This design comes from an exercise in tuning for small area on the open sky130 flow, not from production work.
The RTL was checked by simulation tests, not by an equivalence proof against the original design.

==> flow/design.v (excerpt) <==
module pci_dma_engine (
    input  wire                         pcie_user_clk,
    input  wire                         pcie_user_rst_n,
    input  dma_types_pkg::ctrl_reg_t    control_reg_i,
    input  dma_types_pkg::dma_size_t    dma_size_i,       
    input  dma_types_pkg::host_addr_t   dma_ha_ch0_i,
    input  wire  [5:0]                  tx_buf_av_i,      
    input  wire                         cfg_interrupt_rdy_i,
    output logic                        cfg_interrupt_o,
    input  wire                         fifo_rd_en_i,
    input  wire                         dma_tlp_compl_done_i,
    output logic                        tlp_req_o,
    output dma_types_pkg::payload_dw_t  dma_tlp_payload_size_o,   
    output dma_types_pkg::host_addr_t   host_addr_tx_o,
    output dma_types_pkg::sample_t      dma_data_tx_o,
    input  dma_types_pkg::sample_t      adc_data_i,
    input  wire                         adc_data_en_i,
    output logic                        data_ready_ch0_o,
    output logic [7:0]                  dma_status_o
);
    logic dmae;
    logic dmaie;
    logic dma_rst;
    logic ha_valid;
    logic prog_empty;
    logic prog_full;
    logic req_end;
    logic dma_done;
    dma_types_pkg::buf_index_t buf_index;
    logic plan_load;
    logic plan_advance;
    logic plan_loaded;
    logic plan_more;
    assign dmae     = control_reg_i[0];
    assign dmaie    = control_reg_i[1];
    assign dma_rst  = control_reg_i[2];   
  ...
==> module tlp_splitter, before the edit <==
module tlp_splitter (
    input  wire                       pcie_user_clk,
    input  wire                       pcie_user_rst_n,
    input  wire  [20:0]               dma_size_i,
    input  wire  [31:0]               dma_ha_i,
    input  wire                       plan_load,      
    input  wire                       plan_advance,   
    input  wire                       plan_loaded,    
    output logic                      plan_more,      
    output logic [7:0]                payload_dw_o,
    output logic [31:0]               host_addr_o
);
    logic [13:0] full_tlps;
    logic [4:0]  rem_dw;        
    logic [13:0] tlps_left;     
    logic        rem_pending;   
    logic [5:0]  payload;       
    logic        more_full;     
    assign full_tlps = dma_size_i[20:7];
    assign rem_dw    = dma_size_i[6:2];   
    assign more_full = (tlps_left[13:1] != '0);
    assign plan_more = plan_loaded ? (more_full || rem_pending)
                                   : (dma_size_i[20:2] != '0);
    assign payload_dw_o = {2'b00, payload & {6{plan_loaded}}};
    always_ff @(posedge pcie_user_clk)
        tlps_left <= plan_load ? full_tlps : tlps_left - 14'(plan_advance && more_full);
    logic next_full;
    assign next_full = plan_load ? (full_tlps != '0) : more_full;
    always_ff @(posedge pcie_user_clk) begin
        if (plan_load || plan_advance)
            payload <= next_full ? 6'(32) : {1'b0, rem_dw};
    end
    always_ff @(posedge pcie_user_clk) begin
        if (plan_load)
            rem_pending <= (full_tlps != '0) && (rem_dw != '0);
        else if (plan_advance && !more_full)
            rem_pending <= 1'b0;
    end
    logic [31:0] addr_nxt;
    assign addr_nxt = plan_load ? dma_ha_i
                                : {host_addr_o[31:7] + 25'(plan_advance), host_addr_o[6:0]};
    always_ff @(posedge pcie_user_clk)
        host_addr_o <= pcie_user_rst_n ? addr_nxt : '0;
endmodule
==> module sample_fifo, before the edit <==
module sample_fifo (
    input  wire                     pcie_user_clk,
    input  wire                     pcie_user_rst_n,
    input  wire                     flush_i,
    input  wire                     wr_en_i,
    input  wire  [63:0]             data_i,
    input  wire                     rd_en_i,
    output logic [63:0]             data_o,
    output logic                    prog_empty_o,
    output logic                    prog_full_o
);
    localparam int N = 48;   
    logic [63:0] mem [1:N];
    logic [5:0]  count;      
    logic        do_wr;
    logic        do_rd;
    logic [N:1]  sel;        
    logic [63:0] head;
    assign do_wr = wr_en_i && !flush_i;
    assign do_rd = rd_en_i && (count != '0) && !flush_i;
    always_ff @(posedge pcie_user_clk) begin
        if (wr_en_i) begin
            mem[1] <= data_i;
            for (int j = 2; j <= N; j++)
                mem[j] <= mem[j-1];
        end
    end
    always_ff @(posedge pcie_user_clk) begin
        if (!pcie_user_rst_n || flush_i)
            count <= '0;
        else
            count <= count + 6'(do_wr) - 6'(do_rd);
    end
    assign prog_empty_o = (count < 6'(16));
    assign prog_full_o  = count[5] & count[4];   
    always_comb begin
        for (int j = 1; j <= N; j++)
            sel[j] = (count == 6'(j));
    end
    logic [63:0] t1 [0:15];
    always_comb begin
        for (int g = 0; g < 16; g++)
            t1[g] = (mem[3*g+1] & {64{sel[3*g+1]}}) | (mem[3*g+2] & {64{sel[3*g+2]}})
                  | (mem[3*g+3] & {64{sel[3*g+3]}});
    end
    assign head = ((t1[0] | t1[1]) | (t1[2] | t1[3])) | ((t1[4] | t1[5]) | (t1[6] | t1[7]))
                | ((t1[8] | t1[9]) | (t1[10] | t1[11])) | ((t1[12] | t1[13]) | (t1[14] | t1[15]));
    for (genvar i = 0; i < 8; i++) begin : g_swap
        assign data_o[i*8 +: 8] = head[(i ^ 3)*8 +: 8];
    end
endmodule
==> flow/config.mk <==
export PLATFORM = sky130hd
export DESIGN_NAME = pci_dma_engine
export DESIGN_NICKNAME = pci_dma_engine
export VERILOG_FILES = /design/flow/design.v
export SDC_FILE = /design/flow/constraint.sdc
export NUM_CORES = 4
export LEC_CHECK = 0
export CAP_MARGIN = 20
export CORE_MARGIN = 2
export CORE_UTILIZATION = 70
export SLEW_MARGIN = 20
==> flow/constraint.sdc <==
create_clock -name core_clock -period 10.0 [get_ports {pcie_user_clk}]
set_input_delay 2.0000 -clock core_clock [delete_from_list [all_inputs] [get_ports {pcie_user_clk}]]
set_output_delay 2.0000 -clock core_clock [all_outputs]
set_load 0.01 [all_outputs]
standard.sh (not shown) runs the stock make flow with config.mk's settings and CLKGATE_MAP_FILE= SYNTH_SCRIPT=/design/flow/synth_recipe.tcl, a recipe that flattens the netlist after the stock synthesis.
==> flow/flow/run.sh <==
#!/bin/bash
# Layout flow: the standard flow (standard.sh) with
#  - the standard synthesis, its ABC mapping run with an area script (flow/synth.tcl),
#  - clock tree synthesis without dummy loads,
#  - port buffers of the smallest buffer cell.
set -euo pipefail
W=$PWD
F=$W/flow
bash standard.sh SYNTH_SCRIPT=$F/synth.tcl synth > $W/flow_synth.log 2>&1
bash standard.sh SYNTH_SCRIPT=$F/synth.tcl \
  "CTS_ARGS=-sink_clustering_enable -repair_clock_nets -dont_use_dummy_load -buf_list sky130_fd_sc_hd__clkbuf_8 -sink_clustering_size 19 -sink_clustering_max_diameter 58" \
  "BUFFER_PORTS_ARGS=-buffer_cell sky130_fd_sc_hd__buf_1" \
  finish > $W/flow_finish.log 2>&1
==> flow/flow/area.abc <==
&get -n
&st
&dch
&nf -R 1000 -p -C 32 -F 8 -A 8
&put
==> flow/flow/synth.tcl <==
# The standard synthesis (synth_recipe.tcl, unchanged), except that its one technology-mapping
# call to ABC uses an area-oriented script. Registers are mapped before this call, so they are
# the standard synthesis's.
set flow_dir [file dirname [file normalize [info script]]]
proc abc {args} {
  global flow_dir
  set i [lsearch -exact $args -script]
  if { $i >= 0 } {
    set args [lreplace $args [expr {$i + 1}] [expr {$i + 1}] $flow_dir/area.abc]
  }
  puts "abc (area script): $args"
  yosys abc {*}$args
}
source [file dirname $flow_dir]/synth_recipe.tcl
The starting point produced a clean layout.
Change:
--- a/flow/design.v
+++ b/flow/design.v
@@ -37,23 +37,25 @@
     logic [13:0] full_tlps;
     logic [4:0]  rem_dw;        
     logic [13:0] tlps_left;     
     logic        rem_pending;   
-    logic [5:0]  payload;       
+    logic [4:0]  rem_cur;       
+    logic        cur_full;      
     logic        more_full;     
     assign full_tlps = dma_size_i[20:7];
     assign rem_dw    = dma_size_i[6:2];   
+    assign cur_full  = (tlps_left != '0);
     assign more_full = (tlps_left[13:1] != '0);
     assign plan_more = plan_loaded ? (more_full || rem_pending)
                                    : (dma_size_i[20:2] != '0);
-    assign payload_dw_o = {2'b00, payload & {6{plan_loaded}}};
+    assign payload_dw_o = !plan_loaded ? 8'd0
+                        : cur_full     ? 8'(32)
+                        :                {3'b000, rem_cur};
     always_ff @(posedge pcie_user_clk)
-        tlps_left <= plan_load ? full_tlps : tlps_left - 14'(plan_advance && more_full);
-    logic next_full;
-    assign next_full = plan_load ? (full_tlps != '0) : more_full;
+        tlps_left <= plan_load ? full_tlps : tlps_left - 14'(plan_advance);
     always_ff @(posedge pcie_user_clk) begin
         if (plan_load || plan_advance)
-            payload <= next_full ? 6'(32) : {1'b0, rem_dw};
+            rem_cur <= rem_dw;
     end
     always_ff @(posedge pcie_user_clk) begin
         if (plan_load)
             rem_pending <= (full_tlps != '0) && (rem_dw != '0);
@@ -205,9 +207,9 @@
     always_ff @(posedge pcie_user_clk) begin
         if (!pcie_user_rst_n || flush_i)
             count <= '0;
         else
-            count <= count + 6'(do_wr) - 6'(do_rd);
+            count <= count + {{5{do_rd && !do_wr}}, do_rd ^ do_wr};   
     end
     assign prog_empty_o = (count < 6'(16));
     assign prog_full_o  = count[5] & count[4];   
     always_comb begin
The new run produced a clean layout.
Setup slack gains 0.27 ns.
Design area climbs by 0.33%.
Worst hold slack is better by 0.022 ns.
Die area is about the same.
Critical path depth does not change.
Flip-flop and latch count is lower by 1.

-- separate check: timing with driven ports --
The flow's constraints put no driver on any port. The routed layouts listed below were extracted and timed again, unchanged, in two steps. Step 1: set_driving_cell puts a clkbuf_16 on pcie_user_clk and a buf_2 on each other input, an assumption about the parent block. Step 2 adds t to the input delays and takes it off the output delays; t is the mean of the earliest and latest rising clock arrival at the registers after step 1. Input paths then give back, and output paths get back, about the clock's delay inside the block. Three values: ideal, step 1, step 2; two values: the first two.
run | t, ns | slack for setup (ns) | worst setup path after step 2 | latest minus earliest clock arrival (ns) | worst slew at a driven data input, ns
the first run | 0.998 | 2.929 / 2.853 / 3.850 | register to output | 0.080 / 0.081 | 0.10
the second run | 0.991 | 3.199 / 3.119 / 4.110 | register to output | 0.075 / 0.075 | 0.08
After both steps every run listed still meets setup and hold.
